This is an optimization exercise on Yosys and OpenROAD, whose aim is small area, a short achievable clock period and few clock cycles per item, not a production implementation.
The RTL was checked by simulation tests, not by an equivalence proof against the original design.
Power and IR drop assume default switching activity.

rev 12:
==> module relu_ready, before the edit <==
module relu_ready (
   input  logic fwd_valid,
   input  logic free,
   input  logic cond,
   input  logic out_ready,
   output logic ready
);
   assign ready = !fwd_valid && (free || (cond && out_ready));
endmodule
==> module relu_backward_unit, before the edit <==
module relu_backward_unit #(
   parameter int Row_Limit = 10,
   parameter int Lanes     = 10
) (
   input  logic                             clk,
   input  logic                             rst,
   input  logic                             fwd_valid,
   output logic                             fwd_ready,
   input  logic [5*Row_Limit*Row_Limit-1:0] fwd_matrix,
   input  logic                             grad_valid,
   output logic                             grad_ready,
   input  logic [5*Row_Limit*Row_Limit-1:0] grad_matrix,
   output logic                             out_valid,
   input  logic                             out_ready,
   output logic [5*Row_Limit*Row_Limit-1:0] out_matrix,
   output logic                             mask_valid,
   output logic                             busy
);
   localparam int NN = Row_Limit * Row_Limit;
   logic [NN-1:0]   mask_n_q, mask_n_d, sel;
   logic            mask_valid_q;
   logic [5*NN-1:0] out_q, out_d;
   logic            out_valid_q;
   logic            hold, fwd_valid_n, grad_hs;
   logic            mask_valid_d, out_valid_d;
   logic            accept_free_q, accept_if_q;
   assign hold    = out_valid_q && !out_ready;
   assign fwd_valid_n = !fwd_valid;
   assign grad_hs = grad_valid && !fwd_valid &&
                    (accept_free_q || (accept_if_q && out_ready));
   for (genvar i = 0; i < NN; i++) begin : g_elem
      relu_mask_next_n u_mask (
         .load   (fwd_valid),
         .load_n (fwd_valid_n),
         .fwd    ({fwd_matrix[4*NN+i], fwd_matrix[3*NN+i], fwd_matrix[2*NN+i],
                   fwd_matrix[NN+i], fwd_matrix[i]}),
         .q_n    (mask_n_q[i]),
         .d_n    (mask_n_d[i])
      );
      relu_sel u_sel (
         .hold   (hold),
         .mask_n (mask_n_q[i]),
         .sel    (sel[i])
      );
      for (genvar k = 0; k < 5; k++) begin : g_bit
         relu_out_bit u_bit (
            .hold (hold),
            .q    (out_q[k*NN+i]),
            .sel  (sel[i]),
            .grad (grad_matrix[k*NN+i]),
            .d    (out_d[k*NN+i])
         );
      end
   end
   always_ff @(posedge clk) begin
      mask_n_q <= mask_n_d;
      out_q  <= out_d;
   end
   always_ff @(posedge clk or posedge rst) begin
      if (rst) begin
         mask_valid_q  <= 1'b0;
         out_valid_q   <= 1'b0;
         accept_free_q <= 1'b0;
         accept_if_q   <= 1'b0;
      end else begin
         mask_valid_q  <= mask_valid_d;
         out_valid_q   <= out_valid_d;
         accept_free_q <= mask_valid_d && !out_valid_d;
         accept_if_q   <= mask_valid_d && out_valid_d;
      end
   end
   assign mask_valid_d = mask_valid_q || fwd_valid;
   assign out_valid_d  = hold || grad_hs;
   relu_ready u_ready (
      .fwd_valid (fwd_valid),
      .free      (accept_free_q),
      .cond      (accept_if_q),
      .out_ready (out_ready),
      .ready     (grad_ready)
   );
   assign fwd_ready    = 1'b1;
   assign busy         = out_valid_q;
   assign out_valid    = out_valid_q;
   assign out_matrix   = out_q;
   assign mask_valid   = mask_valid_q;
endmodule
export LEC_CHECK = 0
export CAP_MARGIN = 20
export CORE_AREA = 2 2 758 62
export DIE_AREA = 0 0 760 64
export SETUP_SLACK_MARGIN = 2.7
export SLEW_MARGIN = 20
export SYNTH_HIERARCHICAL = 1
create_clock -name core_clock -period 5.0 [get_ports {clk}]
standard.sh (not shown) runs the stock make flow with config.mk's settings and CLKGATE_MAP_FILE= SYNTH_SCRIPT=/design/flow/synth_recipe.tcl, a recipe that flattens the netlist after the stock synthesis.
==> flow/flow/run.sh <==
#!/bin/bash
# Standard layout, with the port buffers inserted as the smallest plain buffer
# instead of the delay buffer buffer_ports picks by default.
set -euo pipefail
export BUFFER_PORTS_ARGS="-buffer_cell sky130_fd_sc_hd__buf_1"
bash standard.sh > standard_flow.log 2>&1
Testbench counts of rev 12, summed over its fixed seeds: cycles 1,095, grads 767.
> inputs changed (rev 12 -> rev 13)
diff --git a/flow/design.v b/flow/design.v
--- a/flow/design.v
+++ b/flow/design.v
@@ -22,19 +22,10 @@
    input  logic sel,
    input  logic grad,
    output logic d
 );
    assign d = (hold & q) | (sel & grad);
-endmodule
-module relu_ready (
-   input  logic fwd_valid,
-   input  logic free,
-   input  logic cond,
-   input  logic out_ready,
-   output logic ready
-);
-   assign ready = !fwd_valid && (free || (cond && out_ready));
 endmodule
 module relu_backward_unit #(
    parameter int Row_Limit = 10,
    parameter int Lanes     = 10
 ) (
@@ -60,12 +51,11 @@
    logic            hold, fwd_valid_n, grad_hs;
    logic            mask_valid_d, out_valid_d;
    logic            accept_free_q, accept_if_q;
    assign hold    = out_valid_q && !out_ready;
    assign fwd_valid_n = !fwd_valid;
-   assign grad_hs = grad_valid && !fwd_valid &&
-                    (accept_free_q || (accept_if_q && out_ready));
+   assign grad_hs = grad_valid && grad_ready;
    for (genvar i = 0; i < NN; i++) begin : g_elem
       relu_mask_next_n u_mask (
          .load   (fwd_valid),
          .load_n (fwd_valid_n),
          .fwd    ({fwd_matrix[4*NN+i], fwd_matrix[3*NN+i], fwd_matrix[2*NN+i],
@@ -105,17 +95,11 @@
          accept_if_q   <= mask_valid_d && out_valid_d;
       end
    end
    assign mask_valid_d = mask_valid_q || fwd_valid;
    assign out_valid_d  = hold || grad_hs;
-   relu_ready u_ready (
-      .fwd_valid (fwd_valid),
-      .free      (accept_free_q),
-      .cond      (accept_if_q),
-      .out_ready (out_ready),
-      .ready     (grad_ready)
-   );
+   assign grad_ready   = !fwd_valid && (accept_free_q || (accept_if_q && out_ready));
    assign fwd_ready    = 1'b1;
    assign busy         = out_valid_q;
    assign out_valid    = out_valid_q;
    assign out_matrix   = out_q;
    assign mask_valid   = mask_valid_q;
- Clock skew, rev 12 and rev 13, lower one = rev 13.
- Going from rev 12 to rev 13, cell area after layout ~0 delta; switching share of total power increased by 0.21 points relative to the old numbers.
- In terms of fraction of area in clock buffers and inverters, rev 12 and rev 13 differ only marginally.
- Cmp rev 12 and rev 13 / global-route usage / lower: rev 12
- Rev 12 vs rev 13, beginning of the critical path: fwd_valid vs out_ready
- Rev 13 vs. rev 12: post-route DRC violation count saw little to no change, worst slew slack as a fraction of its limit decreased 3.2 points, clock power share went down by 0.5 points, synthesized area essentially unchanged.
Testbench counts of rev 13, summed over its fixed seeds: cycles 1,095, grads 767.

relu_backward_unit, a different RTL version from the one above (not shown whole).
Size: ~1500 cells after synthesis, roughly 0.019 mm^2 of cells after synthesis.
==> module relu_ready, before the edit <==
module relu_ready (
   input  logic free,
   input  logic cond,
   input  logic out_ready,
   output logic ready
);
   assign ready = free | (cond & out_ready);
endmodule
==> module relu_backward_unit, before the edit <==
module relu_backward_unit #(
   parameter int Row_Limit = 10,
   parameter int Lanes     = 10
) (
   input  logic                             clk,
   input  logic                             rst,
   input  logic                             fwd_valid,
   output logic                             fwd_ready,
   input  logic [5*Row_Limit*Row_Limit-1:0] fwd_matrix,
   input  logic                             grad_valid,
   output logic                             grad_ready,
   input  logic [5*Row_Limit*Row_Limit-1:0] grad_matrix,
   output logic                             out_valid,
   input  logic                             out_ready,
   output logic [5*Row_Limit*Row_Limit-1:0] out_matrix,
   output logic                             mask_valid,
   output logic                             busy
);
   localparam int NN = Row_Limit * Row_Limit;
   logic [NN-1:0]   mask_q, mask_d, sel;
   logic            mask_valid_q;
   logic [5*NN-1:0] out_q, out_d;
   logic            out_valid_q;
   logic            hold, hold_n, fwd_valid_n, grad_hs;
   logic            mask_valid_d, out_valid_d;
   logic            accept_free_q, accept_if_q;
   assign hold    = out_valid_q && !out_ready;
   assign hold_n  = !hold;
   assign fwd_valid_n = !fwd_valid;
   assign grad_hs = grad_valid && (accept_free_q || (accept_if_q && out_ready));
   for (genvar i = 0; i < NN; i++) begin : g_elem
      logic pos;
      relu_pos u_pos (
         .fwd ({fwd_matrix[4*NN+i], fwd_matrix[3*NN+i], fwd_matrix[2*NN+i],
                fwd_matrix[NN+i], fwd_matrix[i]}),
         .pos (pos)
      );
      relu_mask_next u_mask (
         .load   (fwd_valid),
         .load_n (fwd_valid_n),
         .pos    (pos),
         .q      (mask_q[i]),
         .d      (mask_d[i])
      );
      relu_sel u_sel (
         .hold_n (hold_n),
         .mask   (mask_d[i]),
         .sel    (sel[i])
      );
      for (genvar k = 0; k < 5; k++) begin : g_bit
         relu_out_bit u_bit (
            .hold (hold),
            .q    (out_q[k*NN+i]),
            .sel  (sel[i]),
            .grad (grad_matrix[k*NN+i]),
            .d    (out_d[k*NN+i])
         );
      end
   end
   always_ff @(posedge clk) begin
      mask_q <= mask_d;
      out_q  <= out_d;
   end
   always_ff @(posedge clk or posedge rst) begin
      if (rst) begin
         mask_valid_q  <= 1'b0;
         out_valid_q   <= 1'b0;
         accept_free_q <= 1'b0;
         accept_if_q   <= 1'b0;
      end else begin
         mask_valid_q  <= mask_valid_d;
         out_valid_q   <= out_valid_d;
         accept_free_q <= mask_valid_d && !out_valid_d;
         accept_if_q   <= mask_valid_d && out_valid_d;
      end
   end
   assign mask_valid_d = mask_valid_q || fwd_valid;
   assign out_valid_d  = hold || grad_hs;
   relu_ready u_ready (
      .free      (accept_free_q),
      .cond      (accept_if_q),
      .out_ready (out_ready),
      .ready     (grad_ready)
   );
   assign fwd_ready    = 1'b1;
   assign busy         = out_valid_q;
   assign out_valid    = out_valid_q;
   assign out_matrix   = out_q;
   assign mask_valid   = mask_valid_q;
endmodule
Settings: LEC_CHECK=0, CAP_MARGIN=20, CORE_AREA=2 2 758 62, DIE_AREA=0 0 760 64, SETUP_SLACK_MARGIN=2.7, SLEW_MARGIN=20, SYNTH_HIERARCHICAL=1; clock period 5.0 ns.
Scripts as last shown in full above: flow/flow/run.sh
The starting point went through all stages and came out clean.
Testbench counts at the start, summed over its fixed seeds: cycles 1,095, grads 767.
Next try:
--- a/flow/design.v
+++ b/flow/design.v
@@ -30,12 +30,4 @@
    assign d = (hold & q) | (sel & grad);
 endmodule
-module relu_ready (
-   input  logic free,
-   input  logic cond,
-   input  logic out_ready,
-   output logic ready
-);
-   assign ready = free | (cond & out_ready);
-endmodule
 module relu_backward_unit #(
    parameter int Row_Limit = 10,
@@ -67,5 +59,5 @@
    assign hold_n  = !hold;
    assign fwd_valid_n = !fwd_valid;
-   assign grad_hs = grad_valid && (accept_free_q || (accept_if_q && out_ready));
+   assign grad_hs = grad_valid && grad_ready;
    for (genvar i = 0; i < NN; i++) begin : g_elem
       logic pos;
@@ -116,10 +108,5 @@
    assign mask_valid_d = mask_valid_q || fwd_valid;
    assign out_valid_d  = hold || grad_hs;
-   relu_ready u_ready (
-      .free      (accept_free_q),
-      .cond      (accept_if_q),
-      .out_ready (out_ready),
-      .ready     (grad_ready)
-   );
+   assign grad_ready   = accept_free_q || (accept_if_q && out_ready);
    assign fwd_ready    = 1'b1;
    assign busy         = out_valid_q;
Effect:
- clock-buffer cell count falls by 1
- routed wire length went down by a few percent
- power rose by a few percent
- non-clock buffer count shrinks by 4
- cell area climbs slightly
- worst hold slack is better by 0.015 ns
- critical path depth is unchanged
- first-iteration DRC count went down by roughly a tenth
- via count decreases slightly
- sequential power increases slightly
- worst setup slack gains 0.028 ns
- clock power increases by a few percent
Testbench counts after the change, summed over its fixed seeds: cycles 1,095, grads 767.

[separate check: timing with driven ports]
The flow's constraints put no driver on any port. The routed layouts listed below were extracted and timed again, unchanged, in two steps.
Step 1 assumes that a clkbuf_16 drives the clock port and a buf_2 every other input.
Step 2 also shifts input and output timing later by t, the mid clock arrival at the registers, as if the neighbouring blocks saw the same clock.
Slacks: ideal ports / drivers / drivers and shift; pairs: ideal ports / drivers.
| run | t, ns | setup slack, ns | worst register clock-pin slew, ns | worst slew at a driven data input, ns |
|---|---|---|---|---|
| rev 12 | 0.709 | 2.597 / 2.549 / 1.960 | 0.12 / 0.12 | 0.36 |
| rev 13 | 0.712 | 2.387 / 2.331 / 2.129 | 0.11 / 0.11 | 0.37 |
| the first run of note 2 | 0.718 | 2.578 / 2.488 / 2.050 | 0.11 / 0.11 | 0.38 |
| the second run of note 2 | 0.697 | 2.606 / 2.556 / 2.081 | 0.11 / 0.11 | 0.25 |
After both steps setup and hold are still met in every run listed. For rev 12, which loses most, drivers alone change the setup slack by -0.048 ns; drivers and shift together by -0.637 ns.
